Background: an optimization exercise with open tools, aiming at small area, a short achievable clock period and few clock cycles. Do not read the settings as production practice.
The RTL was checked by simulation tests, not by an equivalence proof against the original design.
Power is estimated from default activity; no workload was simulated.

File: config.mk
export PLATFORM = sky130hd
export DESIGN_NAME = qm_top
export DESIGN_NICKNAME = qm_top
export VERILOG_FILES = /design/flow/design.v
export SDC_FILE = /design/flow/constraint.sdc
export NUM_CORES = 8
export LEC_CHECK = 0
export CAP_MARGIN = 30
export CORE_MARGIN = 2
export CORE_UTILIZATION = 40
export SLEW_MARGIN = 20
File: constraint.sdc
create_clock -name core_clock -period 12.0 [get_ports {clk}]
set_input_delay 2.4000 -clock core_clock [delete_from_list [all_inputs] [get_ports {clk}]]
set_output_delay 2.4000 -clock core_clock [all_outputs]
set_load 0.01 [all_outputs]
File: design.v
`timescale 1ns/1ps
module qm_merge_engine (
    input  logic [31:0] f,        
    output logic [31:0] row_nz,   
    input  logic [31:0] row_oh,   
    output logic [31:0] row,      
    input  logic [4:0]  cmask,    
    input  logic [31:0] cval_oh,  
    output logic        ess       
);
    wire t1 = f[0] & f[1];
    wire t2 = f[2] & f[3];
    wire t3 = f[4] & f[5];
    wire t4 = f[6] & f[7];
    wire t5 = f[8] & f[9];
    wire t6 = f[10] & f[11];
    wire t7 = f[12] & f[13];
    wire t8 = f[14] & f[15];
    wire t9 = f[16] & f[17];
    wire t10 = f[18] & f[19];
    wire t11 = f[20] & f[21];
    wire t12 = f[22] & f[23];
    wire t13 = f[24] & f[25];
    wire t14 = f[26] & f[27];
    wire t15 = f[28] & f[29];
    wire t16 = f[30] & f[31];
    wire t17 = f[0] & f[2];
    wire t18 = f[1] & f[3];
    wire t19 = f[4] & f[6];
    wire t20 = f[5] & f[7];
    wire t21 = f[8] & f[10];
    wire t22 = f[9] & f[11];
    wire t23 = f[12] & f[14];
    wire t24 = f[13] & f[15];
    wire t25 = f[16] & f[18];
    wire t26 = f[17] & f[19];
    wire t27 = f[20] & f[22];
    wire t28 = f[21] & f[23];
    wire t29 = f[24] & f[26];
    wire t30 = f[25] & f[27];
    wire t31 = f[28] & f[30];
    wire t32 = f[29] & f[31];
    wire t33 = t17 & t18;
    wire t34 = t19 & t20;
    wire t35 = t21 & t22;
    wire t36 = t23 & t24;
    wire t37 = t25 & t26;
    wire t38 = t27 & t28;
    wire t39 = t29 & t30;
    wire t40 = t31 & t32;
    wire t41 = f[0] & f[4];
    wire t42 = f[1] & f[5];
    wire t43 = f[2] & f[6];
    wire t44 = f[3] & f[7];
    wire t45 = f[8] & f[12];
    wire t46 = f[9] & f[13];
    wire t47 = f[10] & f[14];
    wire t48 = f[11] & f[15];
    wire t49 = f[16] & f[20];
    wire t50 = f[17] & f[21];
    wire t51 = f[18] & f[22];
    wire t52 = f[19] & f[23];
    wire t53 = f[24] & f[28];
    wire t54 = f[25] & f[29];
    wire t55 = f[26] & f[30];
    wire t56 = f[27] & f[31];
    wire t57 = t41 & t42;
    wire t58 = t43 & t44;
    wire t59 = t45 & t46;
    wire t60 = t47 & t48;
    wire t61 = t49 & t50;
    wire t62 = t51 & t52;
    wire t63 = t53 & t54;
    wire t64 = t55 & t56;
    wire t65 = t41 & t43;
    wire t66 = t42 & t44;
    wire t67 = t45 & t47;
    wire t68 = t46 & t48;
    wire t69 = t49 & t51;
    wire t70 = t50 & t52;
    wire t71 = t53 & t55;
    wire t72 = t54 & t56;
    wire t73 = t65 & t66;
    wire t74 = t67 & t68;
    wire t75 = t69 & t70;
    wire t76 = t71 & t72;
    wire t77 = f[0] & f[8];
    wire t78 = f[1] & f[9];
    wire t79 = f[2] & f[10];
    wire t80 = f[3] & f[11];
    wire t81 = f[4] & f[12];
    wire t82 = f[5] & f[13];
    wire t83 = f[6] & f[14];
    wire t84 = f[7] & f[15];
    wire t85 = f[16] & f[24];
    wire t86 = f[17] & f[25];
    wire t87 = f[18] & f[26];
    wire t88 = f[19] & f[27];
    wire t89 = f[20] & f[28];
    wire t90 = f[21] & f[29];
    wire t91 = f[22] & f[30];
    wire t92 = f[23] & f[31];
    wire t93 = t77 & t78;
    wire t94 = t79 & t80;
    wire t95 = t81 & t82;
    wire t96 = t83 & t84;
    wire t97 = t85 & t86;
    wire t98 = t87 & t88;
    wire t99 = t89 & t90;
    wire t100 = t91 & t92;
    wire t101 = t77 & t79;
    wire t102 = t78 & t80;
    wire t103 = t81 & t83;
    wire t104 = t82 & t84;
    wire t105 = t85 & t87;
    wire t106 = t86 & t88;
    wire t107 = t89 & t91;
    wire t108 = t90 & t92;
    wire t109 = t101 & t102;
    wire t110 = t103 & t104;
    wire t111 = t105 & t106;
    wire t112 = t107 & t108;
    wire t113 = t77 & t81;
    wire t114 = t78 & t82;
    wire t115 = t79 & t83;
    wire t116 = t80 & t84;
    wire t117 = t85 & t89;
    wire t118 = t86 & t90;
    wire t119 = t87 & t91;
    wire t120 = t88 & t92;
    wire t121 = t113 & t114;
    wire t122 = t115 & t116;
    wire t123 = t117 & t118;
    wire t124 = t119 & t120;
    wire t125 = t113 & t115;
    wire t126 = t114 & t116;
    wire t127 = t117 & t119;
    wire t128 = t118 & t120;
    wire t129 = t125 & t126;
    wire t130 = t127 & t128;
    wire t131 = f[0] & f[16];
    wire t132 = f[1] & f[17];
    wire t133 = f[2] & f[18];
    wire t134 = f[3] & f[19];
    wire t135 = f[4] & f[20];
    wire t136 = f[5] & f[21];
    wire t137 = f[6] & f[22];
    wire t138 = f[7] & f[23];
    wire t139 = f[8] & f[24];
    wire t140 = f[9] & f[25];
    wire t141 = f[10] & f[26];
    wire t142 = f[11] & f[27];
    wire t143 = f[12] & f[28];
    wire t144 = f[13] & f[29];
    wire t145 = f[14] & f[30];
    wire t146 = f[15] & f[31];
    wire t147 = t131 & t132;
    wire t148 = t133 & t134;
    wire t149 = t135 & t136;
    wire t150 = t137 & t138;
    wire t151 = t139 & t140;
    wire t152 = t141 & t142;
    wire t153 = t143 & t144;
    wire t154 = t145 & t146;
    wire t155 = t131 & t133;
    wire t156 = t132 & t134;
    wire t157 = t135 & t137;
    wire t158 = t136 & t138;
    wire t159 = t139 & t141;
    wire t160 = t140 & t142;
    wire t161 = t143 & t145;
    wire t162 = t144 & t146;
    wire t163 = t155 & t156;
    wire t164 = t157 & t158;
    wire t165 = t159 & t160;
    wire t166 = t161 & t162;
    wire t167 = t131 & t135;
    wire t168 = t132 & t136;
    wire t169 = t133 & t137;
    wire t170 = t134 & t138;
    wire t171 = t139 & t143;
    wire t172 = t140 & t144;
    wire t173 = t141 & t145;
    wire t174 = t142 & t146;
    wire t175 = t167 & t168;
    wire t176 = t169 & t170;
    wire t177 = t171 & t172;
    wire t178 = t173 & t174;
    wire t179 = t167 & t169;
    wire t180 = t168 & t170;
    wire t181 = t171 & t173;
    wire t182 = t172 & t174;
    wire t183 = t179 & t180;
    wire t184 = t181 & t182;
    wire t185 = t131 & t139;
    wire t186 = t132 & t140;
    wire t187 = t133 & t141;
    wire t188 = t134 & t142;
    wire t189 = t135 & t143;
    wire t190 = t136 & t144;
    wire t191 = t137 & t145;
    wire t192 = t138 & t146;
    wire t193 = t185 & t186;
    wire t194 = t187 & t188;
    wire t195 = t189 & t190;
    wire t196 = t191 & t192;
    wire t197 = t185 & t187;
    wire t198 = t186 & t188;
    wire t199 = t189 & t191;
    wire t200 = t190 & t192;
    wire t201 = t197 & t198;
    wire t202 = t199 & t200;
    wire t203 = t185 & t189;
    wire t204 = t186 & t190;
    wire t205 = t187 & t191;
    wire t206 = t188 & t192;
    wire t207 = t203 & t204;
    wire t208 = t205 & t206;
    wire t209 = t203 & t205;
    wire t210 = t204 & t206;
    wire t211 = t209 & t210;
    wire t212 = f[0] & ~(f[1] | f[2] | f[4] | f[8] | f[16]);
    wire t213 = f[1] & ~(f[0] | f[3] | f[5] | f[9] | f[17]);
    wire t214 = f[2] & ~(f[3] | f[0] | f[6] | f[10] | f[18]);
    wire t215 = f[3] & ~(f[2] | f[1] | f[7] | f[11] | f[19]);
    wire t216 = f[4] & ~(f[5] | f[6] | f[0] | f[12] | f[20]);
    wire t217 = f[5] & ~(f[4] | f[7] | f[1] | f[13] | f[21]);
    wire t218 = f[6] & ~(f[7] | f[4] | f[2] | f[14] | f[22]);
    wire t219 = f[7] & ~(f[6] | f[5] | f[3] | f[15] | f[23]);
    wire t220 = f[8] & ~(f[9] | f[10] | f[12] | f[0] | f[24]);
    wire t221 = f[9] & ~(f[8] | f[11] | f[13] | f[1] | f[25]);
    wire t222 = f[10] & ~(f[11] | f[8] | f[14] | f[2] | f[26]);
    wire t223 = f[11] & ~(f[10] | f[9] | f[15] | f[3] | f[27]);
    wire t224 = f[12] & ~(f[13] | f[14] | f[8] | f[4] | f[28]);
    wire t225 = f[13] & ~(f[12] | f[15] | f[9] | f[5] | f[29]);
    wire t226 = f[14] & ~(f[15] | f[12] | f[10] | f[6] | f[30]);
    wire t227 = f[15] & ~(f[14] | f[13] | f[11] | f[7] | f[31]);
    wire t228 = f[16] & ~(f[17] | f[18] | f[20] | f[24] | f[0]);
    wire t229 = f[17] & ~(f[16] | f[19] | f[21] | f[25] | f[1]);
    wire t230 = f[18] & ~(f[19] | f[16] | f[22] | f[26] | f[2]);
    wire t231 = f[19] & ~(f[18] | f[17] | f[23] | f[27] | f[3]);
    wire t232 = f[20] & ~(f[21] | f[22] | f[16] | f[28] | f[4]);
    wire t233 = f[21] & ~(f[20] | f[23] | f[17] | f[29] | f[5]);
    wire t234 = f[22] & ~(f[23] | f[20] | f[18] | f[30] | f[6]);
    wire t235 = f[23] & ~(f[22] | f[21] | f[19] | f[31] | f[7]);
    wire t236 = f[24] & ~(f[25] | f[26] | f[28] | f[16] | f[8]);
    wire t237 = f[25] & ~(f[24] | f[27] | f[29] | f[17] | f[9]);
    wire t238 = f[26] & ~(f[27] | f[24] | f[30] | f[18] | f[10]);
    wire t239 = f[27] & ~(f[26] | f[25] | f[31] | f[19] | f[11]);
    wire t240 = f[28] & ~(f[29] | f[30] | f[24] | f[20] | f[12]);
    wire t241 = f[29] & ~(f[28] | f[31] | f[25] | f[21] | f[13]);
    wire t242 = f[30] & ~(f[31] | f[28] | f[26] | f[22] | f[14]);
    wire t243 = f[31] & ~(f[30] | f[29] | f[27] | f[23] | f[15]);
    wire t244 = t1 & ~(t2 | t3 | t5 | t9);
    wire t245 = t2 & ~(t1 | t4 | t6 | t10);
    wire t246 = t3 & ~(t4 | t1 | t7 | t11);
    wire t247 = t4 & ~(t3 | t2 | t8 | t12);
    wire t248 = t5 & ~(t6 | t7 | t1 | t13);
    wire t249 = t6 & ~(t5 | t8 | t2 | t14);
    wire t250 = t7 & ~(t8 | t5 | t3 | t15);
    wire t251 = t8 & ~(t7 | t6 | t4 | t16);
    wire t252 = t9 & ~(t10 | t11 | t13 | t1);
    wire t253 = t10 & ~(t9 | t12 | t14 | t2);
    wire t254 = t11 & ~(t12 | t9 | t15 | t3);
    wire t255 = t12 & ~(t11 | t10 | t16 | t4);
    wire t256 = t13 & ~(t14 | t15 | t9 | t5);
    wire t257 = t14 & ~(t13 | t16 | t10 | t6);
    wire t258 = t15 & ~(t16 | t13 | t11 | t7);
    wire t259 = t16 & ~(t15 | t14 | t12 | t8);
    wire t260 = t17 & ~(t18 | t19 | t21 | t25);
    wire t261 = t18 & ~(t17 | t20 | t22 | t26);
    wire t262 = t19 & ~(t20 | t17 | t23 | t27);
    wire t263 = t20 & ~(t19 | t18 | t24 | t28);
    wire t264 = t21 & ~(t22 | t23 | t17 | t29);
    wire t265 = t22 & ~(t21 | t24 | t18 | t30);
    wire t266 = t23 & ~(t24 | t21 | t19 | t31);
    wire t267 = t24 & ~(t23 | t22 | t20 | t32);
    wire t268 = t25 & ~(t26 | t27 | t29 | t17);
    wire t269 = t26 & ~(t25 | t28 | t30 | t18);
    wire t270 = t27 & ~(t28 | t25 | t31 | t19);
    wire t271 = t28 & ~(t27 | t26 | t32 | t20);
    wire t272 = t29 & ~(t30 | t31 | t25 | t21);
    wire t273 = t30 & ~(t29 | t32 | t26 | t22);
    wire t274 = t31 & ~(t32 | t29 | t27 | t23);
    wire t275 = t32 & ~(t31 | t30 | t28 | t24);
    wire t276 = t33 & ~(t34 | t35 | t37);
    wire t277 = t34 & ~(t33 | t36 | t38);
    wire t278 = t35 & ~(t36 | t33 | t39);
    wire t279 = t36 & ~(t35 | t34 | t40);
    wire t280 = t37 & ~(t38 | t39 | t33);
    wire t281 = t38 & ~(t37 | t40 | t34);
    wire t282 = t39 & ~(t40 | t37 | t35);
    wire t283 = t40 & ~(t39 | t38 | t36);
    wire t284 = t41 & ~(t42 | t43 | t45 | t49);
    wire t285 = t42 & ~(t41 | t44 | t46 | t50);
    wire t286 = t43 & ~(t44 | t41 | t47 | t51);
    wire t287 = t44 & ~(t43 | t42 | t48 | t52);
    wire t288 = t45 & ~(t46 | t47 | t41 | t53);
    wire t289 = t46 & ~(t45 | t48 | t42 | t54);
    wire t290 = t47 & ~(t48 | t45 | t43 | t55);
    wire t291 = t48 & ~(t47 | t46 | t44 | t56);
    wire t292 = t49 & ~(t50 | t51 | t53 | t41);
    wire t293 = t50 & ~(t49 | t52 | t54 | t42);
    wire t294 = t51 & ~(t52 | t49 | t55 | t43);
    wire t295 = t52 & ~(t51 | t50 | t56 | t44);
    wire t296 = t53 & ~(t54 | t55 | t49 | t45);
    wire t297 = t54 & ~(t53 | t56 | t50 | t46);
    wire t298 = t55 & ~(t56 | t53 | t51 | t47);
    wire t299 = t56 & ~(t55 | t54 | t52 | t48);
    wire t300 = t57 & ~(t58 | t59 | t61);
    wire t301 = t58 & ~(t57 | t60 | t62);
    wire t302 = t59 & ~(t60 | t57 | t63);
    wire t303 = t60 & ~(t59 | t58 | t64);
    wire t304 = t61 & ~(t62 | t63 | t57);
    wire t305 = t62 & ~(t61 | t64 | t58);
    wire t306 = t63 & ~(t64 | t61 | t59);
    wire t307 = t64 & ~(t63 | t62 | t60);
    wire t308 = t65 & ~(t66 | t67 | t69);
    wire t309 = t66 & ~(t65 | t68 | t70);
    wire t310 = t67 & ~(t68 | t65 | t71);
    wire t311 = t68 & ~(t67 | t66 | t72);
    wire t312 = t69 & ~(t70 | t71 | t65);
    wire t313 = t70 & ~(t69 | t72 | t66);
    wire t314 = t71 & ~(t72 | t69 | t67);
    wire t315 = t72 & ~(t71 | t70 | t68);
    wire t316 = t73 & ~(t74 | t75);
    wire t317 = t74 & ~(t73 | t76);
    wire t318 = t75 & ~(t76 | t73);
    wire t319 = t76 & ~(t75 | t74);
    wire t320 = t77 & ~(t78 | t79 | t81 | t85);
    wire t321 = t78 & ~(t77 | t80 | t82 | t86);
    wire t322 = t79 & ~(t80 | t77 | t83 | t87);
    wire t323 = t80 & ~(t79 | t78 | t84 | t88);
    wire t324 = t81 & ~(t82 | t83 | t77 | t89);
    wire t325 = t82 & ~(t81 | t84 | t78 | t90);
    wire t326 = t83 & ~(t84 | t81 | t79 | t91);
    wire t327 = t84 & ~(t83 | t82 | t80 | t92);
    wire t328 = t85 & ~(t86 | t87 | t89 | t77);
    wire t329 = t86 & ~(t85 | t88 | t90 | t78);
    wire t330 = t87 & ~(t88 | t85 | t91 | t79);
    wire t331 = t88 & ~(t87 | t86 | t92 | t80);
    wire t332 = t89 & ~(t90 | t91 | t85 | t81);
    wire t333 = t90 & ~(t89 | t92 | t86 | t82);
    wire t334 = t91 & ~(t92 | t89 | t87 | t83);
    wire t335 = t92 & ~(t91 | t90 | t88 | t84);
    wire t336 = t93 & ~(t94 | t95 | t97);
    wire t337 = t94 & ~(t93 | t96 | t98);
    wire t338 = t95 & ~(t96 | t93 | t99);
    wire t339 = t96 & ~(t95 | t94 | t100);
    wire t340 = t97 & ~(t98 | t99 | t93);
    wire t341 = t98 & ~(t97 | t100 | t94);
    wire t342 = t99 & ~(t100 | t97 | t95);
    wire t343 = t100 & ~(t99 | t98 | t96);
    wire t344 = t101 & ~(t102 | t103 | t105);
    wire t345 = t102 & ~(t101 | t104 | t106);
    wire t346 = t103 & ~(t104 | t101 | t107);
    wire t347 = t104 & ~(t103 | t102 | t108);
    wire t348 = t105 & ~(t106 | t107 | t101);
    wire t349 = t106 & ~(t105 | t108 | t102);
    wire t350 = t107 & ~(t108 | t105 | t103);
    wire t351 = t108 & ~(t107 | t106 | t104);
    wire t352 = t109 & ~(t110 | t111);
    wire t353 = t110 & ~(t109 | t112);
    wire t354 = t111 & ~(t112 | t109);
    wire t355 = t112 & ~(t111 | t110);
    wire t356 = t113 & ~(t114 | t115 | t117);
    wire t357 = t114 & ~(t113 | t116 | t118);
    wire t358 = t115 & ~(t116 | t113 | t119);
    wire t359 = t116 & ~(t115 | t114 | t120);
    wire t360 = t117 & ~(t118 | t119 | t113);
    wire t361 = t118 & ~(t117 | t120 | t114);
    wire t362 = t119 & ~(t120 | t117 | t115);
    wire t363 = t120 & ~(t119 | t118 | t116);
    wire t364 = t121 & ~(t122 | t123);
    wire t365 = t122 & ~(t121 | t124);
    wire t366 = t123 & ~(t124 | t121);
    wire t367 = t124 & ~(t123 | t122);
    wire t368 = t125 & ~(t126 | t127);
    wire t369 = t126 & ~(t125 | t128);
    wire t370 = t127 & ~(t128 | t125);
    wire t371 = t128 & ~(t127 | t126);
    wire t372 = t129 & ~(t130);
    wire t373 = t130 & ~(t129);
    wire t374 = t131 & ~(t132 | t133 | t135 | t139);
    wire t375 = t132 & ~(t131 | t134 | t136 | t140);
    wire t376 = t133 & ~(t134 | t131 | t137 | t141);
    wire t377 = t134 & ~(t133 | t132 | t138 | t142);
    wire t378 = t135 & ~(t136 | t137 | t131 | t143);
    wire t379 = t136 & ~(t135 | t138 | t132 | t144);
    wire t380 = t137 & ~(t138 | t135 | t133 | t145);
    wire t381 = t138 & ~(t137 | t136 | t134 | t146);
    wire t382 = t139 & ~(t140 | t141 | t143 | t131);
    wire t383 = t140 & ~(t139 | t142 | t144 | t132);
    wire t384 = t141 & ~(t142 | t139 | t145 | t133);
    wire t385 = t142 & ~(t141 | t140 | t146 | t134);
    wire t386 = t143 & ~(t144 | t145 | t139 | t135);
    wire t387 = t144 & ~(t143 | t146 | t140 | t136);
    wire t388 = t145 & ~(t146 | t143 | t141 | t137);
    wire t389 = t146 & ~(t145 | t144 | t142 | t138);
    wire t390 = t147 & ~(t148 | t149 | t151);
    wire t391 = t148 & ~(t147 | t150 | t152);
    wire t392 = t149 & ~(t150 | t147 | t153);
    wire t393 = t150 & ~(t149 | t148 | t154);
    wire t394 = t151 & ~(t152 | t153 | t147);
    wire t395 = t152 & ~(t151 | t154 | t148);
    wire t396 = t153 & ~(t154 | t151 | t149);
    wire t397 = t154 & ~(t153 | t152 | t150);
    wire t398 = t155 & ~(t156 | t157 | t159);
    wire t399 = t156 & ~(t155 | t158 | t160);
    wire t400 = t157 & ~(t158 | t155 | t161);
    wire t401 = t158 & ~(t157 | t156 | t162);
    wire t402 = t159 & ~(t160 | t161 | t155);
    wire t403 = t160 & ~(t159 | t162 | t156);
    wire t404 = t161 & ~(t162 | t159 | t157);
    wire t405 = t162 & ~(t161 | t160 | t158);
    wire t406 = t163 & ~(t164 | t165);
    wire t407 = t164 & ~(t163 | t166);
    wire t408 = t165 & ~(t166 | t163);
    wire t409 = t166 & ~(t165 | t164);
    wire t410 = t167 & ~(t168 | t169 | t171);
    wire t411 = t168 & ~(t167 | t170 | t172);
    wire t412 = t169 & ~(t170 | t167 | t173);
    wire t413 = t170 & ~(t169 | t168 | t174);
    wire t414 = t171 & ~(t172 | t173 | t167);
    wire t415 = t172 & ~(t171 | t174 | t168);
    wire t416 = t173 & ~(t174 | t171 | t169);
    wire t417 = t174 & ~(t173 | t172 | t170);
    wire t418 = t175 & ~(t176 | t177);
    wire t419 = t176 & ~(t175 | t178);
    wire t420 = t177 & ~(t178 | t175);
    wire t421 = t178 & ~(t177 | t176);
    wire t422 = t179 & ~(t180 | t181);
    wire t423 = t180 & ~(t179 | t182);
    wire t424 = t181 & ~(t182 | t179);
    wire t425 = t182 & ~(t181 | t180);
    wire t426 = t183 & ~(t184);
    wire t427 = t184 & ~(t183);
    wire t428 = t185 & ~(t186 | t187 | t189);
    wire t429 = t186 & ~(t185 | t188 | t190);
    wire t430 = t187 & ~(t188 | t185 | t191);
    wire t431 = t188 & ~(t187 | t186 | t192);
    wire t432 = t189 & ~(t190 | t191 | t185);
    wire t433 = t190 & ~(t189 | t192 | t186);
    wire t434 = t191 & ~(t192 | t189 | t187);
    wire t435 = t192 & ~(t191 | t190 | t188);
    wire t436 = t193 & ~(t194 | t195);
    wire t437 = t194 & ~(t193 | t196);
    wire t438 = t195 & ~(t196 | t193);
    wire t439 = t196 & ~(t195 | t194);
    wire t440 = t197 & ~(t198 | t199);
    wire t441 = t198 & ~(t197 | t200);
    wire t442 = t199 & ~(t200 | t197);
    wire t443 = t200 & ~(t199 | t198);
    wire t444 = t201 & ~(t202);
    wire t445 = t202 & ~(t201);
    wire t446 = t203 & ~(t204 | t205);
    wire t447 = t204 & ~(t203 | t206);
    wire t448 = t205 & ~(t206 | t203);
    wire t449 = t206 & ~(t205 | t204);
    wire t450 = t207 & ~(t208);
    wire t451 = t208 & ~(t207);
    wire t452 = t209 & ~(t210);
    wire t453 = t210 & ~(t209);
    assign row_nz[0] = t212 | t213 | t214 | t215 | t216 | t217 | t218 | t219 | t220 | t221 | t222 | t223 | t224 | t225 | t226 | t227 | t228 | t229 | t230 | t231 | t232 | t233 | t234 | t235 | t236 | t237 | t238 | t239 | t240 | t241 | t242 | t243;
    assign row_nz[1] = t244 | t245 | t246 | t247 | t248 | t249 | t250 | t251 | t252 | t253 | t254 | t255 | t256 | t257 | t258 | t259;
    assign row_nz[2] = t260 | t261 | t262 | t263 | t264 | t265 | t266 | t267 | t268 | t269 | t270 | t271 | t272 | t273 | t274 | t275;
    assign row_nz[3] = t276 | t277 | t278 | t279 | t280 | t281 | t282 | t283;
    assign row_nz[4] = t284 | t285 | t286 | t287 | t288 | t289 | t290 | t291 | t292 | t293 | t294 | t295 | t296 | t297 | t298 | t299;
    assign row_nz[5] = t300 | t301 | t302 | t303 | t304 | t305 | t306 | t307;
    assign row_nz[6] = t308 | t309 | t310 | t311 | t312 | t313 | t314 | t315;
    assign row_nz[7] = t316 | t317 | t318 | t319;
    assign row_nz[8] = t320 | t321 | t322 | t323 | t324 | t325 | t326 | t327 | t328 | t329 | t330 | t331 | t332 | t333 | t334 | t335;
    assign row_nz[9] = t336 | t337 | t338 | t339 | t340 | t341 | t342 | t343;
    assign row_nz[10] = t344 | t345 | t346 | t347 | t348 | t349 | t350 | t351;
    assign row_nz[11] = t352 | t353 | t354 | t355;
    assign row_nz[12] = t356 | t357 | t358 | t359 | t360 | t361 | t362 | t363;
    assign row_nz[13] = t364 | t365 | t366 | t367;
    assign row_nz[14] = t368 | t369 | t370 | t371;
    assign row_nz[15] = t372 | t373;
    assign row_nz[16] = t374 | t375 | t376 | t377 | t378 | t379 | t380 | t381 | t382 | t383 | t384 | t385 | t386 | t387 | t388 | t389;
    assign row_nz[17] = t390 | t391 | t392 | t393 | t394 | t395 | t396 | t397;
    assign row_nz[18] = t398 | t399 | t400 | t401 | t402 | t403 | t404 | t405;
    assign row_nz[19] = t406 | t407 | t408 | t409;
    assign row_nz[20] = t410 | t411 | t412 | t413 | t414 | t415 | t416 | t417;
    assign row_nz[21] = t418 | t419 | t420 | t421;
    assign row_nz[22] = t422 | t423 | t424 | t425;
    assign row_nz[23] = t426 | t427;
    assign row_nz[24] = t428 | t429 | t430 | t431 | t432 | t433 | t434 | t435;
    assign row_nz[25] = t436 | t437 | t438 | t439;
    assign row_nz[26] = t440 | t441 | t442 | t443;
    assign row_nz[27] = t444 | t445;
    assign row_nz[28] = t446 | t447 | t448 | t449;
    assign row_nz[29] = t450 | t451;
    assign row_nz[30] = t452 | t453;
    assign row_nz[31] = t211;
    assign row[0] = (row_oh[0] & t212) | (row_oh[1] & t244) | (row_oh[2] & t260) | (row_oh[3] & t276) | (row_oh[4] & t284) | (row_oh[5] & t300) | (row_oh[6] & t308) | (row_oh[7] & t316) | (row_oh[8] & t320) | (row_oh[9] & t336) | (row_oh[10] & t344) | (row_oh[11] & t352) | (row_oh[12] & t356) | (row_oh[13] & t364) | (row_oh[14] & t368) | (row_oh[15] & t372) | (row_oh[16] & t374) | (row_oh[17] & t390) | (row_oh[18] & t398) | (row_oh[19] & t406) | (row_oh[20] & t410) | (row_oh[21] & t418) | (row_oh[22] & t422) | (row_oh[23] & t426) | (row_oh[24] & t428) | (row_oh[25] & t436) | (row_oh[26] & t440) | (row_oh[27] & t444) | (row_oh[28] & t446) | (row_oh[29] & t450) | (row_oh[30] & t452) | (row_oh[31] & t211);
    assign row[1] = (row_oh[0] & t213) | (row_oh[2] & t261) | (row_oh[4] & t285) | (row_oh[6] & t309) | (row_oh[8] & t321) | (row_oh[10] & t345) | (row_oh[12] & t357) | (row_oh[14] & t369) | (row_oh[16] & t375) | (row_oh[18] & t399) | (row_oh[20] & t411) | (row_oh[22] & t423) | (row_oh[24] & t429) | (row_oh[26] & t441) | (row_oh[28] & t447) | (row_oh[30] & t453);
    assign row[2] = (row_oh[0] & t214) | (row_oh[1] & t245) | (row_oh[4] & t286) | (row_oh[5] & t301) | (row_oh[8] & t322) | (row_oh[9] & t337) | (row_oh[12] & t358) | (row_oh[13] & t365) | (row_oh[16] & t376) | (row_oh[17] & t391) | (row_oh[20] & t412) | (row_oh[21] & t419) | (row_oh[24] & t430) | (row_oh[25] & t437) | (row_oh[28] & t448) | (row_oh[29] & t451);
    assign row[3] = (row_oh[0] & t215) | (row_oh[4] & t287) | (row_oh[8] & t323) | (row_oh[12] & t359) | (row_oh[16] & t377) | (row_oh[20] & t413) | (row_oh[24] & t431) | (row_oh[28] & t449);
    assign row[4] = (row_oh[0] & t216) | (row_oh[1] & t246) | (row_oh[2] & t262) | (row_oh[3] & t277) | (row_oh[8] & t324) | (row_oh[9] & t338) | (row_oh[10] & t346) | (row_oh[11] & t353) | (row_oh[16] & t378) | (row_oh[17] & t392) | (row_oh[18] & t400) | (row_oh[19] & t407) | (row_oh[24] & t432) | (row_oh[25] & t438) | (row_oh[26] & t442) | (row_oh[27] & t445);
    assign row[5] = (row_oh[0] & t217) | (row_oh[2] & t263) | (row_oh[8] & t325) | (row_oh[10] & t347) | (row_oh[16] & t379) | (row_oh[18] & t401) | (row_oh[24] & t433) | (row_oh[26] & t443);
    assign row[6] = (row_oh[0] & t218) | (row_oh[1] & t247) | (row_oh[8] & t326) | (row_oh[9] & t339) | (row_oh[16] & t380) | (row_oh[17] & t393) | (row_oh[24] & t434) | (row_oh[25] & t439);
    assign row[7] = (row_oh[0] & t219) | (row_oh[8] & t327) | (row_oh[16] & t381) | (row_oh[24] & t435);
    assign row[8] = (row_oh[0] & t220) | (row_oh[1] & t248) | (row_oh[2] & t264) | (row_oh[3] & t278) | (row_oh[4] & t288) | (row_oh[5] & t302) | (row_oh[6] & t310) | (row_oh[7] & t317) | (row_oh[16] & t382) | (row_oh[17] & t394) | (row_oh[18] & t402) | (row_oh[19] & t408) | (row_oh[20] & t414) | (row_oh[21] & t420) | (row_oh[22] & t424) | (row_oh[23] & t427);
    assign row[9] = (row_oh[0] & t221) | (row_oh[2] & t265) | (row_oh[4] & t289) | (row_oh[6] & t311) | (row_oh[16] & t383) | (row_oh[18] & t403) | (row_oh[20] & t415) | (row_oh[22] & t425);
    assign row[10] = (row_oh[0] & t222) | (row_oh[1] & t249) | (row_oh[4] & t290) | (row_oh[5] & t303) | (row_oh[16] & t384) | (row_oh[17] & t395) | (row_oh[20] & t416) | (row_oh[21] & t421);
    assign row[11] = (row_oh[0] & t223) | (row_oh[4] & t291) | (row_oh[16] & t385) | (row_oh[20] & t417);
    assign row[12] = (row_oh[0] & t224) | (row_oh[1] & t250) | (row_oh[2] & t266) | (row_oh[3] & t279) | (row_oh[16] & t386) | (row_oh[17] & t396) | (row_oh[18] & t404) | (row_oh[19] & t409);
    assign row[13] = (row_oh[0] & t225) | (row_oh[2] & t267) | (row_oh[16] & t387) | (row_oh[18] & t405);
    assign row[14] = (row_oh[0] & t226) | (row_oh[1] & t251) | (row_oh[16] & t388) | (row_oh[17] & t397);
    assign row[15] = (row_oh[0] & t227) | (row_oh[16] & t389);
    assign row[16] = (row_oh[0] & t228) | (row_oh[1] & t252) | (row_oh[2] & t268) | (row_oh[3] & t280) | (row_oh[4] & t292) | (row_oh[5] & t304) | (row_oh[6] & t312) | (row_oh[7] & t318) | (row_oh[8] & t328) | (row_oh[9] & t340) | (row_oh[10] & t348) | (row_oh[11] & t354) | (row_oh[12] & t360) | (row_oh[13] & t366) | (row_oh[14] & t370) | (row_oh[15] & t373);
    assign row[17] = (row_oh[0] & t229) | (row_oh[2] & t269) | (row_oh[4] & t293) | (row_oh[6] & t313) | (row_oh[8] & t329) | (row_oh[10] & t349) | (row_oh[12] & t361) | (row_oh[14] & t371);
    assign row[18] = (row_oh[0] & t230) | (row_oh[1] & t253) | (row_oh[4] & t294) | (row_oh[5] & t305) | (row_oh[8] & t330) | (row_oh[9] & t341) | (row_oh[12] & t362) | (row_oh[13] & t367);
    assign row[19] = (row_oh[0] & t231) | (row_oh[4] & t295) | (row_oh[8] & t331) | (row_oh[12] & t363);
    assign row[20] = (row_oh[0] & t232) | (row_oh[1] & t254) | (row_oh[2] & t270) | (row_oh[3] & t281) | (row_oh[8] & t332) | (row_oh[9] & t342) | (row_oh[10] & t350) | (row_oh[11] & t355);
    assign row[21] = (row_oh[0] & t233) | (row_oh[2] & t271) | (row_oh[8] & t333) | (row_oh[10] & t351);
    assign row[22] = (row_oh[0] & t234) | (row_oh[1] & t255) | (row_oh[8] & t334) | (row_oh[9] & t343);
    assign row[23] = (row_oh[0] & t235) | (row_oh[8] & t335);
    assign row[24] = (row_oh[0] & t236) | (row_oh[1] & t256) | (row_oh[2] & t272) | (row_oh[3] & t282) | (row_oh[4] & t296) | (row_oh[5] & t306) | (row_oh[6] & t314) | (row_oh[7] & t319);
    assign row[25] = (row_oh[0] & t237) | (row_oh[2] & t273) | (row_oh[4] & t297) | (row_oh[6] & t315);
    assign row[26] = (row_oh[0] & t238) | (row_oh[1] & t257) | (row_oh[4] & t298) | (row_oh[5] & t307);
    assign row[27] = (row_oh[0] & t239) | (row_oh[4] & t299);
    assign row[28] = (row_oh[0] & t240) | (row_oh[1] & t258) | (row_oh[2] & t274) | (row_oh[3] & t283);
    assign row[29] = (row_oh[0] & t241) | (row_oh[2] & t275);
    assign row[30] = (row_oh[0] & t242) | (row_oh[1] & t259);
    assign row[31] = (row_oh[0] & t243);
    wire z0 = (cmask[0] | ~f[1]) & (cmask[1] | ~f[2]) & (cmask[2] | ~f[4]) & (cmask[3] | ~f[8]) & (cmask[4] | ~f[16]);
    wire z1 = (cmask[0] | ~f[0]) & (cmask[1] | ~f[3]) & (cmask[2] | ~f[5]) & (cmask[3] | ~f[9]) & (cmask[4] | ~f[17]);
    wire z2 = (cmask[0] | ~f[3]) & (cmask[1] | ~f[0]) & (cmask[2] | ~f[6]) & (cmask[3] | ~f[10]) & (cmask[4] | ~f[18]);
    wire z3 = (cmask[0] | ~f[2]) & (cmask[1] | ~f[1]) & (cmask[2] | ~f[7]) & (cmask[3] | ~f[11]) & (cmask[4] | ~f[19]);
    wire z4 = (cmask[0] | ~f[5]) & (cmask[1] | ~f[6]) & (cmask[2] | ~f[0]) & (cmask[3] | ~f[12]) & (cmask[4] | ~f[20]);
    wire z5 = (cmask[0] | ~f[4]) & (cmask[1] | ~f[7]) & (cmask[2] | ~f[1]) & (cmask[3] | ~f[13]) & (cmask[4] | ~f[21]);
    wire z6 = (cmask[0] | ~f[7]) & (cmask[1] | ~f[4]) & (cmask[2] | ~f[2]) & (cmask[3] | ~f[14]) & (cmask[4] | ~f[22]);
    wire z7 = (cmask[0] | ~f[6]) & (cmask[1] | ~f[5]) & (cmask[2] | ~f[3]) & (cmask[3] | ~f[15]) & (cmask[4] | ~f[23]);
    wire z8 = (cmask[0] | ~f[9]) & (cmask[1] | ~f[10]) & (cmask[2] | ~f[12]) & (cmask[3] | ~f[0]) & (cmask[4] | ~f[24]);
    wire z9 = (cmask[0] | ~f[8]) & (cmask[1] | ~f[11]) & (cmask[2] | ~f[13]) & (cmask[3] | ~f[1]) & (cmask[4] | ~f[25]);
    wire z10 = (cmask[0] | ~f[11]) & (cmask[1] | ~f[8]) & (cmask[2] | ~f[14]) & (cmask[3] | ~f[2]) & (cmask[4] | ~f[26]);
    wire z11 = (cmask[0] | ~f[10]) & (cmask[1] | ~f[9]) & (cmask[2] | ~f[15]) & (cmask[3] | ~f[3]) & (cmask[4] | ~f[27]);
    wire z12 = (cmask[0] | ~f[13]) & (cmask[1] | ~f[14]) & (cmask[2] | ~f[8]) & (cmask[3] | ~f[4]) & (cmask[4] | ~f[28]);
    wire z13 = (cmask[0] | ~f[12]) & (cmask[1] | ~f[15]) & (cmask[2] | ~f[9]) & (cmask[3] | ~f[5]) & (cmask[4] | ~f[29]);
    wire z14 = (cmask[0] | ~f[15]) & (cmask[1] | ~f[12]) & (cmask[2] | ~f[10]) & (cmask[3] | ~f[6]) & (cmask[4] | ~f[30]);
    wire z15 = (cmask[0] | ~f[14]) & (cmask[1] | ~f[13]) & (cmask[2] | ~f[11]) & (cmask[3] | ~f[7]) & (cmask[4] | ~f[31]);
    wire z16 = (cmask[0] | ~f[17]) & (cmask[1] | ~f[18]) & (cmask[2] | ~f[20]) & (cmask[3] | ~f[24]) & (cmask[4] | ~f[0]);
    wire z17 = (cmask[0] | ~f[16]) & (cmask[1] | ~f[19]) & (cmask[2] | ~f[21]) & (cmask[3] | ~f[25]) & (cmask[4] | ~f[1]);
    wire z18 = (cmask[0] | ~f[19]) & (cmask[1] | ~f[16]) & (cmask[2] | ~f[22]) & (cmask[3] | ~f[26]) & (cmask[4] | ~f[2]);
    wire z19 = (cmask[0] | ~f[18]) & (cmask[1] | ~f[17]) & (cmask[2] | ~f[23]) & (cmask[3] | ~f[27]) & (cmask[4] | ~f[3]);
    wire z20 = (cmask[0] | ~f[21]) & (cmask[1] | ~f[22]) & (cmask[2] | ~f[16]) & (cmask[3] | ~f[28]) & (cmask[4] | ~f[4]);
    wire z21 = (cmask[0] | ~f[20]) & (cmask[1] | ~f[23]) & (cmask[2] | ~f[17]) & (cmask[3] | ~f[29]) & (cmask[4] | ~f[5]);
    wire z22 = (cmask[0] | ~f[23]) & (cmask[1] | ~f[20]) & (cmask[2] | ~f[18]) & (cmask[3] | ~f[30]) & (cmask[4] | ~f[6]);
    wire z23 = (cmask[0] | ~f[22]) & (cmask[1] | ~f[21]) & (cmask[2] | ~f[19]) & (cmask[3] | ~f[31]) & (cmask[4] | ~f[7]);
    wire z24 = (cmask[0] | ~f[25]) & (cmask[1] | ~f[26]) & (cmask[2] | ~f[28]) & (cmask[3] | ~f[16]) & (cmask[4] | ~f[8]);
    wire z25 = (cmask[0] | ~f[24]) & (cmask[1] | ~f[27]) & (cmask[2] | ~f[29]) & (cmask[3] | ~f[17]) & (cmask[4] | ~f[9]);
    wire z26 = (cmask[0] | ~f[27]) & (cmask[1] | ~f[24]) & (cmask[2] | ~f[30]) & (cmask[3] | ~f[18]) & (cmask[4] | ~f[10]);
    wire z27 = (cmask[0] | ~f[26]) & (cmask[1] | ~f[25]) & (cmask[2] | ~f[31]) & (cmask[3] | ~f[19]) & (cmask[4] | ~f[11]);
    wire z28 = (cmask[0] | ~f[29]) & (cmask[1] | ~f[30]) & (cmask[2] | ~f[24]) & (cmask[3] | ~f[20]) & (cmask[4] | ~f[12]);
    wire z29 = (cmask[0] | ~f[28]) & (cmask[1] | ~f[31]) & (cmask[2] | ~f[25]) & (cmask[3] | ~f[21]) & (cmask[4] | ~f[13]);
    wire z30 = (cmask[0] | ~f[31]) & (cmask[1] | ~f[28]) & (cmask[2] | ~f[26]) & (cmask[3] | ~f[22]) & (cmask[4] | ~f[14]);
    wire z31 = (cmask[0] | ~f[30]) & (cmask[1] | ~f[29]) & (cmask[2] | ~f[27]) & (cmask[3] | ~f[23]) & (cmask[4] | ~f[15]);
    wire t454 = z0 | (cmask[0] & z1);
    wire t455 = z2 | (cmask[0] & z3);
    wire t456 = z4 | (cmask[0] & z5);
    wire t457 = z6 | (cmask[0] & z7);
    wire t458 = z8 | (cmask[0] & z9);
    wire t459 = z10 | (cmask[0] & z11);
    wire t460 = z12 | (cmask[0] & z13);
    wire t461 = z14 | (cmask[0] & z15);
    wire t462 = z16 | (cmask[0] & z17);
    wire t463 = z18 | (cmask[0] & z19);
    wire t464 = z20 | (cmask[0] & z21);
    wire t465 = z22 | (cmask[0] & z23);
    wire t466 = z24 | (cmask[0] & z25);
    wire t467 = z26 | (cmask[0] & z27);
    wire t468 = z28 | (cmask[0] & z29);
    wire t469 = z30 | (cmask[0] & z31);
    wire t470 = t454 | (cmask[1] & t455);
    wire t471 = z1 | (cmask[1] & z3);
    wire t472 = t456 | (cmask[1] & t457);
    wire t473 = z5 | (cmask[1] & z7);
    wire t474 = t458 | (cmask[1] & t459);
    wire t475 = z9 | (cmask[1] & z11);
    wire t476 = t460 | (cmask[1] & t461);
    wire t477 = z13 | (cmask[1] & z15);
    wire t478 = t462 | (cmask[1] & t463);
    wire t479 = z17 | (cmask[1] & z19);
    wire t480 = t464 | (cmask[1] & t465);
    wire t481 = z21 | (cmask[1] & z23);
    wire t482 = t466 | (cmask[1] & t467);
    wire t483 = z25 | (cmask[1] & z27);
    wire t484 = t468 | (cmask[1] & t469);
    wire t485 = z29 | (cmask[1] & z31);
    wire t486 = t470 | (cmask[2] & t472);
    wire t487 = t471 | (cmask[2] & t473);
    wire t488 = t455 | (cmask[2] & t457);
    wire t489 = z3 | (cmask[2] & z7);
    wire t490 = t474 | (cmask[2] & t476);
    wire t491 = t475 | (cmask[2] & t477);
    wire t492 = t459 | (cmask[2] & t461);
    wire t493 = z11 | (cmask[2] & z15);
    wire t494 = t478 | (cmask[2] & t480);
    wire t495 = t479 | (cmask[2] & t481);
    wire t496 = t463 | (cmask[2] & t465);
    wire t497 = z19 | (cmask[2] & z23);
    wire t498 = t482 | (cmask[2] & t484);
    wire t499 = t483 | (cmask[2] & t485);
    wire t500 = t467 | (cmask[2] & t469);
    wire t501 = z27 | (cmask[2] & z31);
    wire t502 = t486 | (cmask[3] & t490);
    wire t503 = t487 | (cmask[3] & t491);
    wire t504 = t488 | (cmask[3] & t492);
    wire t505 = t489 | (cmask[3] & t493);
    wire t506 = t472 | (cmask[3] & t476);
    wire t507 = t473 | (cmask[3] & t477);
    wire t508 = t457 | (cmask[3] & t461);
    wire t509 = z7 | (cmask[3] & z15);
    wire t510 = t494 | (cmask[3] & t498);
    wire t511 = t495 | (cmask[3] & t499);
    wire t512 = t496 | (cmask[3] & t500);
    wire t513 = t497 | (cmask[3] & t501);
    wire t514 = t480 | (cmask[3] & t484);
    wire t515 = t481 | (cmask[3] & t485);
    wire t516 = t465 | (cmask[3] & t469);
    wire t517 = z23 | (cmask[3] & z31);
    wire t518 = t502 | (cmask[4] & t510);
    wire t519 = t503 | (cmask[4] & t511);
    wire t520 = t504 | (cmask[4] & t512);
    wire t521 = t505 | (cmask[4] & t513);
    wire t522 = t506 | (cmask[4] & t514);
    wire t523 = t507 | (cmask[4] & t515);
    wire t524 = t508 | (cmask[4] & t516);
    wire t525 = t509 | (cmask[4] & t517);
    wire t526 = t490 | (cmask[4] & t498);
    wire t527 = t491 | (cmask[4] & t499);
    wire t528 = t492 | (cmask[4] & t500);
    wire t529 = t493 | (cmask[4] & t501);
    wire t530 = t476 | (cmask[4] & t484);
    wire t531 = t477 | (cmask[4] & t485);
    wire t532 = t461 | (cmask[4] & t469);
    wire t533 = z15 | (cmask[4] & z31);
    assign ess = (cval_oh[0] & t518) | (cval_oh[1] & t519) | (cval_oh[2] & t520) | (cval_oh[3] & t521) | (cval_oh[4] & t522) | (cval_oh[5] & t523) | (cval_oh[6] & t524) | (cval_oh[7] & t525) | (cval_oh[8] & t526) | (cval_oh[9] & t527) | (cval_oh[10] & t528) | (cval_oh[11] & t529) | (cval_oh[12] & t530) | (cval_oh[13] & t531) | (cval_oh[14] & t532) | (cval_oh[15] & t533) | (cval_oh[16] & t510) | (cval_oh[17] & t511) | (cval_oh[18] & t512) | (cval_oh[19] & t513) | (cval_oh[20] & t514) | (cval_oh[21] & t515) | (cval_oh[22] & t516) | (cval_oh[23] & t517) | (cval_oh[24] & t498) | (cval_oh[25] & t499) | (cval_oh[26] & t500) | (cval_oh[27] & t501) | (cval_oh[28] & t484) | (cval_oh[29] & t485) | (cval_oh[30] & t469) | (cval_oh[31] & z31);
endmodule
`timescale 1ns/1ps
module qm_top (
    input  logic        clk,
    input  logic        rst_n,
    input  logic        psel,
    input  logic        penable,
    input  logic        pwrite,
    input  logic [11:0] paddr,
    input  logic [31:0] pwdata,
    output logic [31:0] prdata,
    output logic        pready,
    output logic        pslverr
);
    function automatic logic [31:0] lowest(input logic [31:0] x);
        logic [31:0] p;
        p = x;
        for (int s = 0; s < 5; s++) begin
            for (int i = 0; i < 32; i++) begin
                if ((i >> s) & 1) p[i] = p[i] | p[((i >> s) << s) - 1];
            end
        end
        lowest = x & ~{p[30:0], 1'b0};
    endfunction
    function automatic logic [4:0] enc(input logic [31:0] oh);
        enc = '0;
        for (int i = 0; i < 32; i++) begin
            if (oh[i]) enc = enc | 5'(i);
        end
    endfunction
    logic setup, access;
    logic a_onset, a_ctrl, a_status, a_result, mapped;
    logic [4:0] k;
    assign setup    = psel & ~penable;
    assign access   = psel & penable;
    assign a_onset  = (paddr == 12'h000);
    assign a_ctrl   = (paddr == 12'h004);
    assign a_status = (paddr == 12'h008);
    assign a_result = (paddr[11:7] == 5'b00010) && (paddr[1:0] == 2'b00);
    assign mapped   = a_onset | a_ctrl | a_status | a_result;
    assign k        = paddr[6:2];
    logic [31:0] onset, spec, run_onset;
    logic        busy, busy_q, pend, done;
    logic        chg;
    logic [1:0]  stab;
    logic        prep_ok;
    assign spec = (psel && pwrite && a_onset) ? pwdata : onset;
    assign chg  = ~busy & ((setup & pwrite & a_onset) | busy_q);
    always_ff @(posedge clk) begin
        if (!rst_n) begin
            onset <= '0;
        end else if (access && pwrite && a_onset) begin
            onset <= pwdata;
        end
        if (!busy) begin
            run_onset <= spec;
        end
    end
    logic [31:0] row_nz_c;            
    logic [31:0] rowbits;             
    logic [4:0]  mcur;                
    logic [31:0] rr;                  
    logic [31:0] src_oh, row_c;
    logic [31:0] v_oh, rest;
    logic [4:0]  v;
    logic        ess;
    logic        prepping, go_q;
    logic        start_now, step, first, ins, last, any;
    logic [5:0]  prime_cnt, ess_cnt, pc_inc, ec_inc;
    logic [3:0]  age_lo;              
    logic [7:0]  age_hi;              
    qm_merge_engine i_engine (
        .f      (run_onset),
        .row_nz (row_nz_c),
        .row_oh (src_oh),
        .row    (row_c),
        .cmask  (mcur),
        .cval_oh(v_oh),
        .ess    (ess)
    );
    assign prepping = (~busy | pend) & ~prep_ok;
    assign src_oh = lowest(rr);
    assign v_oh = lowest(rowbits);
    assign v    = enc(v_oh);
    assign rest = rowbits & ~v_oh;
    assign any  = |rowbits;
    assign last = (rest == '0) && (rr == '0);
    always_ff @(posedge clk) begin
        go_q <= rst_n & setup & pwrite & a_ctrl & pwdata[0];
    end
    assign start_now = go_q & ~busy;
    assign step      = (start_now & prep_ok) | (busy & ~pend) | (pend & prep_ok);
    assign first     = step & ~(busy & ~pend);
    assign ins       = step & any;
    assign pc_inc = prime_cnt + 6'd1;
    assign ec_inc = ess_cnt + 6'd1;
    always_ff @(posedge clk) begin
        if (step) begin
            if (rest == '0) begin
                rowbits <= row_c;
                mcur    <= enc(src_oh);
                rr      <= rr & ~src_oh;
            end else begin
                rowbits <= rest;
            end
        end else if (prepping) begin
            if (stab == 2'd0) begin
                rr      <= row_nz_c;
            end else begin
                rowbits <= row_c;
                mcur    <= enc(src_oh);
                rr      <= rr & ~src_oh;
            end
        end
        if (first & ins) begin
            age_lo <= 4'b0001;
            age_hi <= 8'b0000_0001;
        end else begin
            age_lo <= {age_lo[2:0], age_lo[3]};
            if (age_lo[3]) age_hi <= {age_hi[6:0], age_hi[7]};
        end
    end
    always_ff @(posedge clk) begin
        if (!rst_n) begin
            busy      <= 1'b0;
            busy_q    <= 1'b0;
            pend      <= 1'b0;
            done      <= 1'b0;
            stab      <= 2'd0;
            prime_cnt <= '0;
            ess_cnt   <= '0;
        end else begin
            busy_q <= busy;
            if ((!busy || pend) && !chg) begin
                stab <= (stab == 2'd2) ? 2'd2 : stab + 2'd1;
            end else begin
                stab <= 2'd0;
            end
            if (start_now) begin
                busy <= 1'b1;
                done <= 1'b0;
                pend <= ~prep_ok;
            end
            if (step) begin
                prime_cnt <= first ? {5'd0, ins} : pc_inc;
                if (first)           ess_cnt <= {5'd0, ins & ess};
                else if (ins && ess) ess_cnt <= ec_inc;
                pend      <= 1'b0;
                if (!any || last) begin
                    busy <= 1'b0;
                    done <= 1'b1;
                end else begin
                    busy <= 1'b1;
                    done <= 1'b0;
                end
            end
        end
    end
    assign prep_ok = (stab == 2'd2);
    logic [10:0] ring [32];
    always_ff @(posedge clk) begin
        ring[0] <= ins ? {ess, mcur, v} : ring[31];
        for (int j = 1; j < 32; j++) begin
            ring[j] <= ring[j-1];
        end
    end
    logic        rd_onset, rd_status, err_q;
    logic [10:0] rd_q;
    logic [10:0] rword;
    logic [3:0]  k_lo_oh, lo_oh;
    logic [7:0]  k_hi_oh, hi0_oh, hi_oh;
    logic        lo_borrow;
    logic [10:0] grp [8];
    always_comb begin
        for (int i = 0; i < 4; i++) k_lo_oh[i] = (k[1:0] == 2'(i));
        for (int i = 0; i < 8; i++) k_hi_oh[i] = (k[4:2] == 3'(i));
        lo_borrow = 1'b0;
        for (int a = 0; a < 4; a++) lo_borrow = lo_borrow | (age_lo[a] & (k[1:0] > 2'(a)));
        for (int l = 0; l < 4; l++) begin
            lo_oh[l] = 1'b0;
            for (int a = 0; a < 4; a++) lo_oh[l] = lo_oh[l] | (age_lo[a] & k_lo_oh[(a - l + 4) % 4]);
        end
        for (int h = 0; h < 8; h++) begin
            hi0_oh[h] = 1'b0;
            for (int a = 0; a < 8; a++) hi0_oh[h] = hi0_oh[h] | (age_hi[a] & k_hi_oh[(a - h + 8) % 8]);
        end
        for (int h = 0; h < 8; h++) hi_oh[h] = lo_borrow ? hi0_oh[(h + 1) % 8] : hi0_oh[h];
        for (int h = 0; h < 8; h++) begin
            grp[h] = '0;
            for (int l = 0; l < 4; l++) grp[h] = grp[h] | (lo_oh[l] ? ring[4*h + l] : 11'd0);
        end
        rword = '0;
        for (int h = 0; h < 8; h++) rword = rword | (hi_oh[h] ? grp[h] : 11'd0);
    end
    always_ff @(posedge clk) begin
        rd_q      <= (~pwrite & a_result & ({1'b0, k} < prime_cnt)) ? rword : 11'd0;
        rd_onset  <= ~pwrite & a_onset;
        rd_status <= ~pwrite & a_status;
        err_q     <= ~mapped | (pwrite & (a_status | a_result));
    end
    always_comb begin
        prdata = {15'd0, rd_q[10], 3'd0, rd_q[9:5], 3'd0, rd_q[4:0]};
        if (rd_onset)  prdata = prdata | onset;
        if (rd_status) prdata = prdata | {10'd0, ess_cnt, 2'd0, prime_cnt, 6'd0, done, busy};
    end
    assign pready  = 1'b1;
    assign pslverr = err_q;
endmodule
File: flow/run.sh
#!/bin/bash
# Standard ORFS flow, with timing repair aiming past the clock target and
# plain buffers on the ports.
set -euo pipefail
bash standard.sh SETUP_SLACK_MARGIN=8 'BUFFER_PORTS_ARGS=-buffer_cell sky130_fd_sc_hd__buf_2' finish > standard.log 2>&1
File: standard.sh
#!/bin/bash
# synth_recipe.tcl (not shown) runs the flow's synth.tcl, then flattens the netlist and writes it again
# the make line also repeats each setting of config.mk as NAME=value (left out here)
make -C /OpenROAD-flow-scripts/flow DESIGN_CONFIG=/design/flow/config.mk WORK_HOME=/design/flow/orfs CLKGATE_MAP_FILE= SYNTH_SCRIPT=/design/flow/synth_recipe.tcl "${@:-finish}"
==> results.py, run 1 <==
metrics = {
    "worst_setup_path": {
        "r2r_setup_slack_ps": 7950,
        "required_ps": 12480,
        "path_max_fanout": 8,
        "rr_startpoint": "rowbits[5]",
        "startpoint": "rowbits[5]",
        "endpoint_kind": "flop",
        "crit_type": "flop to flop",
        "start_kind": "flop",
        "r2r-end": "rowbits[4]",
        "cp.arrival_ps": 4530,
        "crit_path_end": "rowbits[4]",
        "rr_worst_depth": 14,
    },
    "grt": {
        "grt_pass1_wl_um": 178000,
        "track_usage": 0.360,
        "grt_pass1_vias": 25600,
        "antenna_found_initial": 4,
        "grt_max_degree": 64,
        "grt_overflow_total": 0,
    },
    "sta": {
        "period_minus_slack_ps": 4050,
        "tightest_slew_ps": 1150,
        "slew_viol_final": 0,
        "clock_skew_ps": 55.6,
        "rsz0062_at_grt": "true",
        "hold_viol": 0,
        "fin_hold_ws_ps": 324,
        "slew_headroom": 0.224,
        "fin_crit_sh": 0.337,
        "setup_viol": 0,
        "fin_setup_tns_ps": 0,
        "max_clock_freq_mhz": 247,
    },
    "power_and_ir_drop": {
        "power.density_nw_per_um2": 175,
        "power_frac_seq": 0.429,
        "p_int_uw": 3510,
        "power_frac_comb": 0.237,
        "p_leak_uw": 0.0115,
        "p_sw_frac": 0.352,
        "p_switching_uw": 1910,
        "peakVddDrop_uv": 167,
        "clkPwrFrac": 0.334,
    },
    "clocking": {
        "clkSlewWorstSetupHoldPaths_ps": 60,
        "root_buffer": "clkbuf_16",
        "cts_tree": "built",
        "clock_sinks": 530,
        "htree_levels": 2,
        "cts_hold_buffers": 0,
        "insertion_delay_ps": 650,
        "cts_buffers": 56,
        "cts_max_path_buffers": 3,
    },
    "final_layout": {
        "instances_no_fill": 4015,
        "fin_util": 0.481,
        "final_layout_size_suffix_gt1_frac": 0.164,
        "final_cell_area_sq_um": 30900,
        "area_delta_synth_final_pct": 19.1,
        "nNetsFinal": 3177,
    },
    "synth": {
        "syn_area_per_cell_sq_um": 8.56,
        "ys_types": 91,
        "synth_seq_area_share": 0.448,
        "syn_nets": 3100,
        "synthArstFlopShare": 0,
        "postSynthCellCount": 3032,
        "ys_ff_latch": 530,
        "synth_area_sq_um": 26000,
        "synth_warnings": 3,
        "synth_edf_count": 101,
        "synth_flop_cell": "dfxtp_1",
    },
    "placed_design": {
        "place_area_sq_um": 27700,
        "hpwl_um": 85500,
        "gp_congestion": 1.02,
        "dpl.cell_count": 3831,
        "portBuffers": 81,
    },
    "die": {
        "die-area_sq_um": 66900,
        "rows": 93,
        "die_h_um": 259,
        "io-pin-count": 83,
        "die_w_um": 259,
        "coreArea_sq_um": 64300,
        "start_util": 0.403,
    },
    "route": {
        "dr.pass1.iters": 10,
        "ant_nets": 0,
        "totalWireLength_um": 126000,
        "vias_per_cell": 6.66,
        "drtIter0Drc": 3914,
        "drc_errors": 0,
        "vias": 26800,
        "wl_per_cell_um": 31.4,
    },
    "run": {
        "maxCapViolations": 0,
    },
    "min_path": {
        "hp-class": "flop to flop",
    },
    "run_status": {
        "status": "no timing/DRC/antenna violations",
    },
}
[worst min path at each step]
stage	to	start	slack [ps]	depth (start not counted)
final	ring[19][5]	ring[18][5]	320	0
after CTS	ring[19][5]	ring[18][5]	320	0
after detailed placement	ring[26][10]	ring[25][10]	340	0
after global placement	ring[27][10]	ring[26][10]	330	0
after floorplan	ring[10][10]	ring[9][10]	330	0
after global routing	ring[19][5]	ring[18][5]	330	0
[critical path: stages (launching register included)]
cell and delay [ps]:
edfxtp_1 460, nor4_4 370, nand3_4 110, or4_4 580
or4_4 560, maj3_2 340, o21ai_2 130, a21oi_2 120
nor4_4 170, buf_4 200, or2_4 190, buf_12 170
buf_12 150, a21oi_1 80, a41oi_2 240
[state kept, by name, summed over array words and instances (netlist names), 6 cells and up]
| signal | count |
|---|---|
| age_hi | 8 |
| ring | 352 |
| rowbits | 32 |
| onset | 32 |
| rd_q | 11 |
| rr | 32 |
| run_onset | 32 |
| ess_cnt | 6 |
| prime_cnt | 6 |
[power groups by stage]
stage	clock, uW	combinational, uW	sequential (uW)
3_3_place_gp	0	1080	2350
4_1_cts	1830	1160	2310
5_1_grt	1910	1320	2350
3_5_place_dp	0	1080	2350
6_report	1810	1290	2320
2_1_floorplan	0	685	2270
[synthesized netlist by cell type (31+ instances only)]
library cell,count,area [sq um]
a21oi_1,154,771
a222oi_1,31,310
a22oi_1,209,1570
and2_1,52,325
clkbuf_1,178,668
dfxtp_1,429,8590
edfxtp_1,101,3030
inv_1,58,218
mux2_2,43,484
nand2_1,440,1650
nand2b_1,52,325
nand3_1,102,510
nand4_1,109,682
nor2_1,271,1020
nor3_1,85,425
nor4_1,62,388
o21ai_0,97,485
o22ai_1,60,375
[what timing repair did]
item / 4_1_cts / 5_1_grt
gates resized for setup: 53 / 54
pin swaps: 12 / 17
setup endpoints to repair: 204 / 131
setup buffers: 34 / 24
cloned: 6 / 9
[cell type report]
cell class	instances	area, sq um
well taps	855	1070
inverters	61	243
repair inverters	1	5.00
fillers	6116	33400
clock buffers	78	1670
multi-input cells	2239	14100
repair buffers	220	1840
clock inverters	28	310
diodes	3	7.51
flip-flops and latches	530	11600
[kinds of logic after synthesis]
group,synth area share
xor+xnor,0.00439
other cells,0.000144
fa+ha+maj,0.0115
flops,0.448
simple gates,0.250
compound gates,0.211
buf+inv,0.0400
mux,0.0351
[through the flow]
| step | total power [uW] | worst slack, ps |
|---|---|---|
| after floorplan | 2950 | 7740 |
| after global placement | 3430 | 6450 |
| after detailed placement | 3430 | 6390 |
| after CTS | 5300 | 7950 |
| after global routing | 5570 | 7880 |
| final | 5420 | 7950 |
[cell usage in the layout (no fill, tap or decap), drive strengths merged, types with 11 or more instances in the layout]
master and n:
o2111ai 16, or3 23, mux4 11, dfxtp 429, a222oi 31, nand3 103
and3 13, edfxtp 101, nor3 85, clkinv 21, ha 19, nand4b 23
mux2 43, a21oi 154, o221ai 11, inv 62, nor2 273, and2 54
clkbuf 88, o211ai 16, a21o 11, nor2b 24, o22ai 60, or4 17
nand2b 52, o21ai 111, nand4 109, nand2 440, buf 210, nor4 65
a221o 12, a31oi 30, mux2i 27, a221oi 19, a22oi 209, a211oi 15
[per-layer routing]
| layer | track usage | up-vias | wire length [um] |
|---|---|---|---|
| li1 | - | 11600 | - |
| met1 | 0.420 | 13000 | 46600 |
| met2 | 0.600 | 1728 | 58700 |
| met3 | 0.0816 | 483 | 11200 |
| met4 | 0.224 | 4 | 9660 |
| met5 | 0 | - | 27 |
Testbench counts, summed over its fixed seeds: cycles 7,828.
==> run 2: changes to the inputs <==
==> flow/run.sh (replaced) <==
#!/bin/bash
# Standard ORFS flow, with timing repair aiming past the clock target and
# plain buffers on the ports.
set -euo pipefail
export CTS_CLUSTER_SIZE=24
bash standard.sh SETUP_SLACK_MARGIN=8 'BUFFER_PORTS_ARGS=-buffer_cell sky130_fd_sc_hd__buf_2' finish > standard.log 2>&1
--- a/config.mk
+++ b/config.mk
@@ -5,6 +5,7 @@
 export SDC_FILE = /design/flow/constraint.sdc
 export NUM_CORES = 8
 export LEC_CHECK = 0
+export ABC_AREA = 1
 export CAP_MARGIN = 30
 export CORE_MARGIN = 2
 export CORE_UTILIZATION = 40
==> run 2 against run 1 <==
Net effect:
- still clean
- combinational power is 47% lower
- total power is 20% lower
- sequential share of layout area is 0.22 points higher
- design area is 0.57% lower
- critical path type is now flop to output port
- critical endpoint is now prdata[8]
- largest cell class unchanged
- largest power group unchanged
==> results.py, run 2 <==
metrics = {
    "run_status": {
        "status": "no timing/DRC/antenna violations",
    },
    "final_layout": {
        "fin_util": 0.476,
        "fill_cells": 6593,
        "final_common_cell": "nand2_1",
        "area_delta_synth_final_pct": 17.3,
        "instances_no_fill": 4663,
        "final_cell_mix": "nand2_1 (933), dfxtp_1 (427), inv_1 (421)",
        "final_layout_size_suffix_gt1_frac": 0.108,
        "top_register": "ring",
        "nNetsFinal": 3835,
        "largest_reg_flops": 352,
        "insertedDiodeCount": 0,
    },
    "die": {
        "coreArea_sq_um": 64600,
        "start_util": 0.406,
        "die_h_um": 260,
        "rows": 93,
        "die_w_um": 260,
        "die-area_sq_um": 67600,
        "io-pin-count": 83,
    },
    "sta": {
        "max_clock_freq_mhz": 250,
        "fin_crit_sh": 0.333,
        "setup_viol": 0,
        "slew_headroom": 0.382,
        "final.setup.worst_slack_ps": 8000,
        "rsz0062_at_grt": "true",
        "tightest_slew_ps": 927,
        "hold_viol": 0,
        "clock_skew_ps": 63.8,
        "slew_viol_final": 0,
        "period_minus_slack_ps": 4000,
        "fin_setup_tns_ps": 0,
        "fin_hold_ws_ps": 286,
    },
    "worst_setup_path": {
        "r2r_setup_slack_ps": 8100,
        "cp.arrival_ps": 1600,
        "endpoint_kind": "output port",
        "crit_type": "flop to output port",
        "r2r-end": "rowbits[0]",
        "rr_startpoint": "run_onset[6]",
        "rr_worst_depth": 17,
        "path_max_fanout": 4,
        "start_kind": "flop",
        "required_ps": 9600,
    },
    "route": {
        "top_layer": "met5",
        "vias": 26700,
        "wl_per_cell_um": 22.5,
        "dr.pass1.iters": 9,
        "ant_nets": 0,
        "vias_per_cell": 5.73,
        "drtIter0Drc": 3048,
        "met3WireLength_um": 8880,
        "drc_errors": 0,
        "met2_wirelength_um": 47000,
        "wl_met1_um": 43100,
        "totalWireLength_um": 105000,
    },
    "min_path": {
        "min_path_cells": 0,
        "hp-class": "flop to flop",
        "hold_start": "ring[25][7]",
        "min_to": "ring[26][7]",
    },
    "synth": {
        "ys_ff_latch": 530,
        "postSynthCellCount": 3662,
        "synth_flop_cell": "dfxtp_1",
        "syn_nets": 3730,
        "ys_top_cells_by_count": "nand2_1 (938), inv_1 (436), dfxtp_1 (429)",
        "syn_area_per_cell_sq_um": 7.16,
        "synth_area_sq_um": 26200,
        "synth_warnings": 3,
        "synth_area_leaders": "dfxtp_1 (33%), nand2_1 (13%), edfxtp_1 (12%)",
        "synth_edf_count": 101,
        "synth_seq_area_share": 0.443,
        "synth.most_common_cell": "nand2_1",
        "ys_types": 64,
        "synthArstFlopShare": 0,
        "synth_largest_area_cell": "dfxtp_1",
        "synth_top_area_share": 0.328,
    },
    "clocking": {
        "cts_hold_buffers": 0,
        "htree_levels": 2,
        "insertion_delay_ps": 650,
        "cts_buffers": 54,
        "root_buffer": "clkbuf_16",
        "cts_tree": "built",
        "cts_max_path_buffers": 3,
        "clkSlewWorstSetupHoldPaths_ps": 80,
        "clock_sinks": 530,
    },
    "placed_design": {
        "place_ws_ps": 6310,
        "portBuffers": 81,
        "hpwl_um": 73200,
        "gp_congestion": 1.02,
        "dpl.cell_count": 4495,
    },
    "grt": {
        "grt_pass1_vias": 25300,
        "antenna_found_initial": 2,
        "grt_pass1_wl_um": 155000,
        "track_usage": 0.301,
        "grt_max_degree": 83,
        "grt_overflow_total": 0,
    },
    "power_and_ir_drop": {
        "p_leak_uw": 0.0129,
        "peakVddDrop_uv": 167,
        "power.density_nw_per_um2": 142,
    },
    "run": {
        "maxCapViolations": 0,
    },
}
## run 2: kinds of logic after synthesis
group / count (synthesis) / synth area share
simple gates: 1889 / 0.311
compound gates: 621 / 0.147
buf+inv: 594 / 0.0873
flops: 530 / 0.443
fa+ha+maj: 19 / 0.00907
xor+xnor: 7 / 0.00234
other cells: 1 / 0.000143
mux: 1 / 0.000382
## run 2: critical path, stage by stage (launching register included)
cell and delay, ps:
dfxtp_4 380, clkinvlp_4 90, buf_4 180, o21ai_4 150
buf_2 150
## run 2: how the worst max path moves through the flow
| stage | depth (start not counted) | slack [ps] | to | startpoint |
|---|---|---|---|---|
| final | 4 | 8000 | prdata[8] | rd_status |
| after global routing | 4 | 7980 | prdata[12] | rd_status |
| after CTS | 13 | 7970 | rd_q[5] | paddr[6] |
| after detailed placement | 13 | 6310 | onset[18] | paddr[7] |
| after global placement | 13 | 6350 | onset[24] | paddr[7] |
| after floorplan | 11 | 7840 | run_onset[0] | paddr[7] |
## run 2: area by class of cell
type                       count  area (sq um)  area share
tap                          855          1070      0.0348
multi-input combinational   2540         12800       0.416
timing repair buffer         192          1620      0.0527
clock buffer                  76          1590      0.0516
sequential                   530         11600       0.378
inverter                     448          1770      0.0575
timing repair inverter         1          5.00    0.000163
clock inverter                21           263     0.00855
## run 2: stage by stage
stage | total power (uW) | area [sq um]
floorplan | 2350 | 26400
global placement | 2570 | 27500
detailed placement | 2580 | 27500
CTS | 4340 | 30000
global route | 4510 | 30700
finish | 4360 | 30700
## run 2: power by group
group / leakage, uW / internal (uW) / total (uW) / switching, uW
clock network: 0.000909 / 992 / 1740 / 745
registers: 0.00459 / 1890 / 1940 / 48.5
logic: 0.00738 / 180 / 682 / 502
## run 2: per-layer routing
metal,track usage,up-vias
li1,-,12600
met1,0.388,12500
met2,0.480,1305
met3,0.0576,334
met4,0.149,2
met5,0,-
## run 2: repair_timing
item                       4_1_cts  5_1_grt
buffers inserted                25       37
setup endpoints to repair      125      184
cloned                           4        4
gates resized for setup         59      106
pin swaps                        6       17

==> what the ideal ports hide <==
Ports are ideal in the flow. The routed layouts listed here were re-timed in OpenROAD. Step 1, drivers: a clkbuf_16 drives clk and a buf_2 each remaining input, both assumed. Step 2 adds t to the input delays and takes it off the output delays; t is the mean of the earliest and latest rising clock arrival at the registers after step 1. Input paths then give back, and output paths get back, about the clock's delay inside the block. a / b / c = ideal / step 1 / step 2; a / b = the first two.
run | t (ns) | slack for setup (ns) | hold WS [ns]
run 1 | 0.694 | 7.952 / 7.902 / 7.403 | 0.324 / 0.324 / 0.324
run 2 | 0.682 | 7.998 / 7.934 / 7.449 | 0.286 / 0.286 / 0.286
After both steps setup and hold are still met in every run listed.
